What follows belongs to an exercise in optimizing a design on an open flow for small area, a short achievable clock period and few clock cycles per item; a production flow would make more cautious choices.
In this exercise RTL edits were held to simulation tests only and were not proved equivalent to the original.
No activity file was given, so power comes from the tool's default toggle rates.

==> flow/design.v (outline; a module is shown in full before it is edited, if it fits) <==
// module KoggeStoneAdder: 30 lines
// module ks_multiword_adder: 2093 lines
module ks_multiword_adder #(
    parameter int N     = 64,
    parameter int WORDS = 4
) (
    input  logic                 clk,
    input  logic                 rst,
    input  logic                 inValid,
    output logic                 inReady,
    input  logic [N*WORDS-1:0]   A,
    input  logic [N*WORDS-1:0]   B,
    input  logic                 Cin,
    input  logic                 Sub,
    output logic                 outValid,
    input  logic                 outReady,
    output logic [N*WORDS-1:0]   S,
    output logic                 Cout,
    output logic                 overflowFlag
);
  // ...
==> flow/run.sh <==
#!/bin/bash
# synth_recipe.tcl (not shown) runs the flow's synth.tcl, then flattens the netlist and writes it again
# the make line also repeats each setting of config.mk as NAME=value (left out here)
make -C /OpenROAD-flow-scripts/flow DESIGN_CONFIG=/design/flow/config.mk WORK_HOME=/design/flow/orfs CLKGATE_MAP_FILE= SYNTH_SCRIPT=/design/flow/synth_recipe.tcl finish
==> flow/config.mk <==
export PLATFORM = sky130hd
export DESIGN_NAME = ks_multiword_adder
export DESIGN_NICKNAME = ks_multiword_adder
export VERILOG_FILES = /design/flow/design.v
export SDC_FILE = /design/flow/constraint.sdc
export NUM_CORES = 4
export LEC_CHECK = 0
export ABC_AREA = 1
export CAP_MARGIN = 20
export CORE_MARGIN = 2
export CORE_UTILIZATION = 40
export SLEW_MARGIN = 20
==> flow/constraint.sdc <==
create_clock -name core_clock -period 5.0 [get_ports {clk}]
set_input_delay 1.0000 -clock core_clock [delete_from_list [all_inputs] [get_ports {clk}]]
set_output_delay 1.0000 -clock core_clock [all_outputs]
set_load 0.01 [all_outputs]
==> summary.txt, run 1 <==
# TYPE chip_impl_metric gauge
chip_impl_info{name="status",value="finished clean"} 1
chip_impl_metric{name="gpl.final_weighted_congestion",unit=""} 0.924
chip_impl_metric{name="worst-endpoint-required",unit="ns"} 5.29
chip_impl_metric{name="ys_seq_elements",unit=""} 259
chip_impl_metric{name="global_route.usage.met3",unit="%"} 8.97
chip_impl_metric{name="fillerInstances",unit=""} 5181
chip_impl_metric{name="cp_data_arrival_time",unit="ns"} 4.63
chip_impl_metric{name="max_clock_freq",unit="MHz"} 230
chip_impl_info{name="cell_with_the_most_instances_after_synthesis",value="inv_1"} 1
chip_impl_metric{name="tritoncts_num_sinks",unit=""} 259
chip_impl_metric{name="signal_buffer_area_fraction",unit="%"} 24.3
chip_impl_metric{name="seq-power",unit="mW"} 3.53
chip_impl_info{name="grt-busiest-layer",value="met2"} 1
chip_impl_metric{name="port-buffer-count",unit=""} 777
chip_impl_metric{name="final_cells",unit=""} 4194
chip_impl_metric{name="gr-usage-met2",unit="%"} 50.3
chip_impl_metric{name="synth.area.mux_share",unit="%"} 0
chip_impl_metric{name="power.static_leakage",unit="nW"} 15.7
chip_impl_metric{name="die-area",unit="um^2"} 60500
chip_impl_metric{name="nNonClkBuffers",unit=""} 806
chip_impl_metric{name="clock_cell_area_share",unit="%"} 3.25
chip_impl_metric{name="effective_utilization_at_floorplan",unit="%"} 40.5
chip_impl_metric{name="routing_usage_on_met1",unit="%"} 33.2
chip_impl_metric{name="final-hold-violation-count",unit=""} 0
chip_impl_metric{name="synth_simple_gate_area_share",unit="%"} 12.3
chip_impl_metric{name="clock_tree.htree_level_count",unit=""} 2
chip_impl_metric{name="layout.cell_area.non_filler",unit="um^2"} 33500
chip_impl_info{name="combinational_family_with_the_most_area_after_synthesis",value="adder cells"} 1
chip_impl_metric{name="max-clock-path-buffers",unit=""} 3
chip_impl_metric{name="final.clkbuf_count",unit=""} 53
chip_impl_metric{name="cts_buffers",unit=""} 37
chip_impl_metric{name="timing.max_slew.rel_slack",unit="%"} 43.1
chip_impl_metric{name="pwr-share-clk",unit="%"} 22.7
chip_impl_metric{name="seq_share",unit="%"} 23.2
chip_impl_metric{name="dp.cells",unit=""} 4104
Testbench counts, summed over its fixed seeds: cycles 2,408, items 2,400.
==> inputs of run 2 (changes only) <==
==> flow/flow/run.sh (new file) <==
#!/bin/bash
# Own layout flow: the standard ORFS flow, with the port buffers made of buf_1 cells
# (the standard flow's buffer_ports picks a slow clkdlybuf4s50_1 for every port).
set -euo pipefail
cat >> config.mk <<'EOT'
export BUFFER_PORTS_ARGS = -buffer_cell sky130_fd_sc_hd__buf_1
EOT
bash standard.sh finish > standard_flow.log 2>&1
==> flow/standard.sh (new file) <==
#!/bin/bash
# synth_recipe.tcl (not shown) runs the flow's synth.tcl, then flattens the netlist and writes it again
# the make line also repeats each setting of config.mk as NAME=value (left out here)
make -C /OpenROAD-flow-scripts/flow DESIGN_CONFIG=/design/flow/config.mk WORK_HOME=/design/flow/orfs CLKGATE_MAP_FILE= SYNTH_SCRIPT=/design/flow/synth_recipe.tcl "${@:-finish}"
--- a/flow/config.mk
+++ b/flow/config.mk
@@ -10,3 +10,4 @@
 export CORE_MARGIN = 2
 export CORE_UTILIZATION = 40
 export SLEW_MARGIN = 20
+export BUFFER_PORTS_ARGS = -buffer_cell sky130_fd_sc_hd__buf_1
removed: flow/run.sh
==> run 2 against run 1 <==
- first-iteration DRC count increased by 3.8%
- clock power about the same
- still clean
- combinational power decreased by 24%
- wire length decreased by 14%
- critical path type unchanged
- non-clock buffer count increased by 28
- clock skew increased by 0.0065 ns
- flip-flop and latch count unchanged
==> summary.txt, run 2 <==
# TYPE chip_impl_metric gauge
chip_impl_metric{name="switching_share",unit="%"} 37.3
chip_impl_metric{name="die_w",unit="um"} 246
chip_impl_metric{name="clock_tree.htree_level_count",unit=""} 2
chip_impl_metric{name="postCtsHoldBufs",unit=""} 0
chip_impl_metric{name="clkTransAtPathRegs",unit="ns"} 0.06
chip_impl_metric{name="irDropWorstVdd",unit="mV"} 0.205
chip_impl_metric{name="largest_reg_flops",unit=""} 256
chip_impl_metric{name="overall_global_routing_usage",unit="%"} 25.1
chip_impl_metric{name="port-buffer-count",unit=""} 777
chip_impl_metric{name="ys_warn_count",unit=""} 1
chip_impl_metric{name="syn-mean-instance-area",unit="um^2"} 9.13
chip_impl_info{name="status",value="finished clean"} 1
chip_impl_info{name="cell_with_the_most_instances_after_synthesis",value="inv_1"} 1
chip_impl_metric{name="finClkSkew",unit="ns"} 0.0197
chip_impl_metric{name="i_o_pin_count",unit=""} 778
chip_impl_metric{name="timing.max_slew.rel_slack",unit="%"} 40.0
chip_impl_metric{name="tritoncts_num_sinks",unit=""} 259
chip_impl_metric{name="final_period_minus_worst_setup_slack",unit="ns"} 4.32
chip_impl_metric{name="core_rows",unit=""} 88
chip_impl_metric{name="netSwitchingPower",unit="mW"} 3.67
chip_impl_metric{name="grt_first_pass_wirelength",unit="um"} 115000
chip_impl_metric{name="vias_per_cell",unit=""} 4.68
chip_impl_metric{name="effective_utilization_at_floorplan",unit="%"} 40.5
chip_impl_metric{name="postRouteWirelength",unit="um"} 77300
chip_impl_info{name="regMostFlops",value="s_q"} 1
chip_impl_metric{name="internal_power_component",unit="mW"} 6.17
chip_impl_info{name="cts_tree",value="done"} 1
chip_impl_metric{name="power_per_cell_area",unit="nW/um^2"} 341
chip_impl_info{name="cp-end-kind",value="flip-flop"} 1
chip_impl_metric{name="postCtsResizedCells",unit=""} 0
chip_impl_metric{name="path_max_fanout",unit=""} 27
chip_impl_metric{name="post_synth_instance_area",unit="um^2"} 23400
chip_impl_metric{name="place.detailed.hpwl",unit="um"} 65800
chip_impl_metric{name="fillerInstances",unit=""} 5679
chip_impl_metric{name="ys_seq_elements",unit=""} 259
chip_impl_info{name="timing.hold.worst.class",value="input port to flip-flop"} 1
chip_impl_metric{name="max_clock_freq",unit="MHz"} 232
chip_impl_metric{name="timing_worst_slew_pin_value",unit="ns"} 0.900
chip_impl_metric{name="vias_in_the_first_global_route",unit=""} 19536
chip_impl_metric{name="die_h",unit="um"} 246
chip_impl_metric{name="design.core.area",unit="um^2"} 57800
chip_impl_metric{name="power.share.sequential",unit="%"} 35.9
chip_impl_metric{name="pwr-share-clk",unit="%"} 25.7
chip_impl_metric{name="synth_cell_type_count",unit=""} 39
chip_impl_metric{name="final_layout_net_count",unit=""} 4306
chip_impl_metric{name="r2r_cells",unit=""} 2
chip_impl_metric{name="synth-async-reset-ratio",unit="%"} 0
chip_impl_metric{name="max-clock-path-buffers",unit=""} 3
chip_impl_metric{name="routedWlPerCell",unit="um"} 18.4
chip_impl_metric{name="power.static_leakage",unit="nW"} 13.8
chip_impl_info{name="synthFlopType",value="edfxtp_1"} 1
chip_impl_metric{name="cp_data_arrival_time",unit="ns"} 4.62
chip_impl_metric{name="worst-endpoint-required",unit="ns"} 5.31
chip_impl_metric{name="power_frac_comb",unit="%"} 38.4
chip_impl_metric{name="drive_gt1_share",unit="%"} 4.38
chip_impl_metric{name="post-cts-setup-buffers",unit=""} 0
chip_impl_metric{name="timing_max_transition_violations_final",unit=""} 0
chip_impl_metric{name="hold_path_depth",unit=""} 2
chip_impl_metric{name="flow.area_growth_from_synthesis",unit="%"} 23.1
chip_impl_metric{name="ant_nets",unit=""} 0
chip_impl_metric{name="pre_repair_dr_iteration_count",unit=""} 5
chip_impl_metric{name="final-hold-violation-count",unit=""} 0
chip_impl_metric{name="synth-edff-count",unit=""} 258
chip_impl_metric{name="dp.cells",unit=""} 4132
chip_impl_info{name="worst-setup-path-type",value="input port to flip-flop"} 1
chip_impl_info{name="layout.cells.most_common_list",value="buf_1, inv_1, nand2_1"} 1
chip_impl_metric{name="grt_max_degree",unit=""} 135
chip_impl_metric{name="total_number_of_vias",unit=""} 19682
chip_impl_info{name="worstSetupStartpointType",value="input port"} 1
chip_impl_info{name="clk_root_buffer_cell",value="clkbuf_16"} 1
chip_impl_metric{name="cts_buffers",unit=""} 36
chip_impl_metric{name="synthesis.nets",unit=""} 3468
chip_impl_info{name="grt_setup_unrepaired",value="no"} 1
chip_impl_metric{name="synthDominantCellAreaShare",unit="%"} 33.1
chip_impl_metric{name="report.final.setup_viol",unit=""} 0
chip_impl_metric{name="setup-tns-final",unit="ns"} 0
chip_impl_metric{name="max_cap_violations",unit=""} 0
chip_impl_info{name="final_common_cell",value="buf_1"} 1
chip_impl_metric{name="gpl.final_weighted_congestion",unit=""} 0.948
chip_impl_metric{name="initialDrtViolationCount",unit=""} 1000
chip_impl_metric{name="timing.final.crit_share",unit="%"} 86.3
chip_impl_metric{name="drt_drc_violations_left",unit=""} 0
chip_impl_metric{name="worstSkewPairLatency",unit="ns"} 0.56
chip_impl_metric{name="syn-instance-count",unit=""} 2567
chip_impl_metric{name="synth_seq_area_share",unit="%"} 33.1
chip_impl_info{name="synthDominantAreaCellType",value="edfxtp_1"} 1
chip_impl_info{name="synth.top_cells.by_area",value="edfxtp_1, ha_1, fa_1"} 1
chip_impl_metric{name="global_route.overflow_total",unit=""} 0
chip_impl_metric{name="die-area",unit="um^2"} 60500
chip_impl_metric{name="final_cells",unit=""} 4206
chip_impl_metric{name="antenna_found_initial",unit=""} 18
chip_impl_info{name="synth_commonest_cells",value="inv_1, nand2_1, edfxtp_1"} 1
run 2: cell counts after synthesis:
No cell type changed its count.
run 2: path summary, 6_finish.rpt:
path / startpoint / endpoint / slack, ns
setup / recovery: Sub / s_q[221]$_DFFE_PP_ / 0.68
hold / removal: rst / v_q$_SDFFE_PP0P_ / 0.59
setup reg to reg: v_q$_SDFFE_PP0P_ / s_q[128]$_DFFE_PP_ / 3.21
hold reg to reg: v_q$_SDFFE_PP0P_ / s_q[27]$_DFFE_PP_ / 0.82
run 2: final cells by class:
cell class	instances	area, um^2	share of cell area, %
Clock inverter	20	171	0.594
Antenna cell	14	35.0	0.121
Sequential cell	259	7770	26.9
Timing Repair Buffer	834	3490	12.1
Clock buffer	40	937	3.25
Tap cell	765	957	3.32
Multi-Input combinational cell	1707	13400	46.3
Inverter	567	2130	7.38
run 2: cell families (layout without fill, tap and decap cells):
group	Yosys count	count (layout)	share of synthesized area (%)
DFF	259	259	33.1
other	0	14	0
AOI/OAI and AO/OA	238	238	5.75
xor gates and xnor gates	383	383	14.3
adders and majority gates	383	383	24.6
and+or+nand+nor	703	703	12.3
buffers and inverters	601	1461	9.91
run 2: power groups by stage:
stage | Combinational (mW) | Clock, mW | Sequential, mW
2_1_floorplan | 1.96 | 0 | 3.87
3_3_place_gp | 3.75 | 0 | 3.57
3_5_place_dp | 3.79 | 0 | 3.56
4_1_cts | 3.80 | 2.59 | 3.54
5_1_grt | 4.24 | 2.66 | 3.59
6_report | 3.78 | 2.53 | 3.54
run 2: per-stage QoR:
stage               utilization (%)  hold slack, ns  worst slack, ns  area [um^2]  total power, mW
CTS                            49.8           0.558            0.692        28800             9.93
global route                   49.9           0.603            0.388        28800             10.5
finish                         49.9           0.592            0.683        28800             9.84
global placement               47.9           0.809           0.0448        27700             7.32
detailed placement             47.9           0.822            0.107        27700             7.35
floorplan                         -            1.07            0.183        23400             5.82
run 2: critical path, stage by stage:
cell and delay (ns):
clkbuf_4 0.14, buf_12 0.21, buf_4 0.30, xnor2_1 0.21, inv_1 0.08, ha_1 0.27
nand2_1 0.05, inv_1 0.07, nand3_1 0.19, inv_1 0.14, nand2_1 0.18, nor2_1 0.20
nand2_1 0.16, nor2_2 0.14, nand4_2 0.10, buf_4 0.18, nor2_1 0.08, nand2_1 0.05
nand2_1 0.10, inv_1 0.06, fa_1 0.40, xnor2_1 0.13, buf_4 0.12
run 2: routing by layer:
metal  part of all wire (%)  GRT usage (%)  vias up  wire (um)
li1                       -              -     9732          -
met1                     43           32.8     9214      33300
met2                     47           41.5      617      36600
met3                    6.7           5.28      109       5170
met4                    2.8           7.86       10       2170
met5                  0.084              0        -         65

## separate check: timing with driven ports
No port has a modelled driver above. Below, the same layouts with a new extraction and two added sets of constraints. Step 1, drivers: a clkbuf_16 drives clk and a buf_2 each remaining input, both assumed. Step 2 adds t to the input delays and takes it off the output delays; t is the mean of the earliest and latest rising clock arrival at the registers after step 1. Input paths then give back, and output paths get back, about the clock's delay inside the block. Slacks: no drivers / after step 1 / after step 2; pairs: no drivers / after step 1.
| run | t, ns | setup WS [ns] | worst hold slack (ns) | clock arrival spread, ns |
|---|---|---|---|---|
| run 1 | 0.613 | 0.661 / 0.684 / 0.071 | 0.989 / 0.964 / 1.105 | 0.018 / 0.019 |
| run 2 | 0.599 | 0.683 / 0.707 / 0.109 | 0.592 / 0.565 / 0.823 | 0.022 / 0.023 |
After both steps every run listed still meets setup and hold. The setup slack of run 1, which loses most, moves by +0.023 ns with the drivers and by -0.590 ns with both steps.
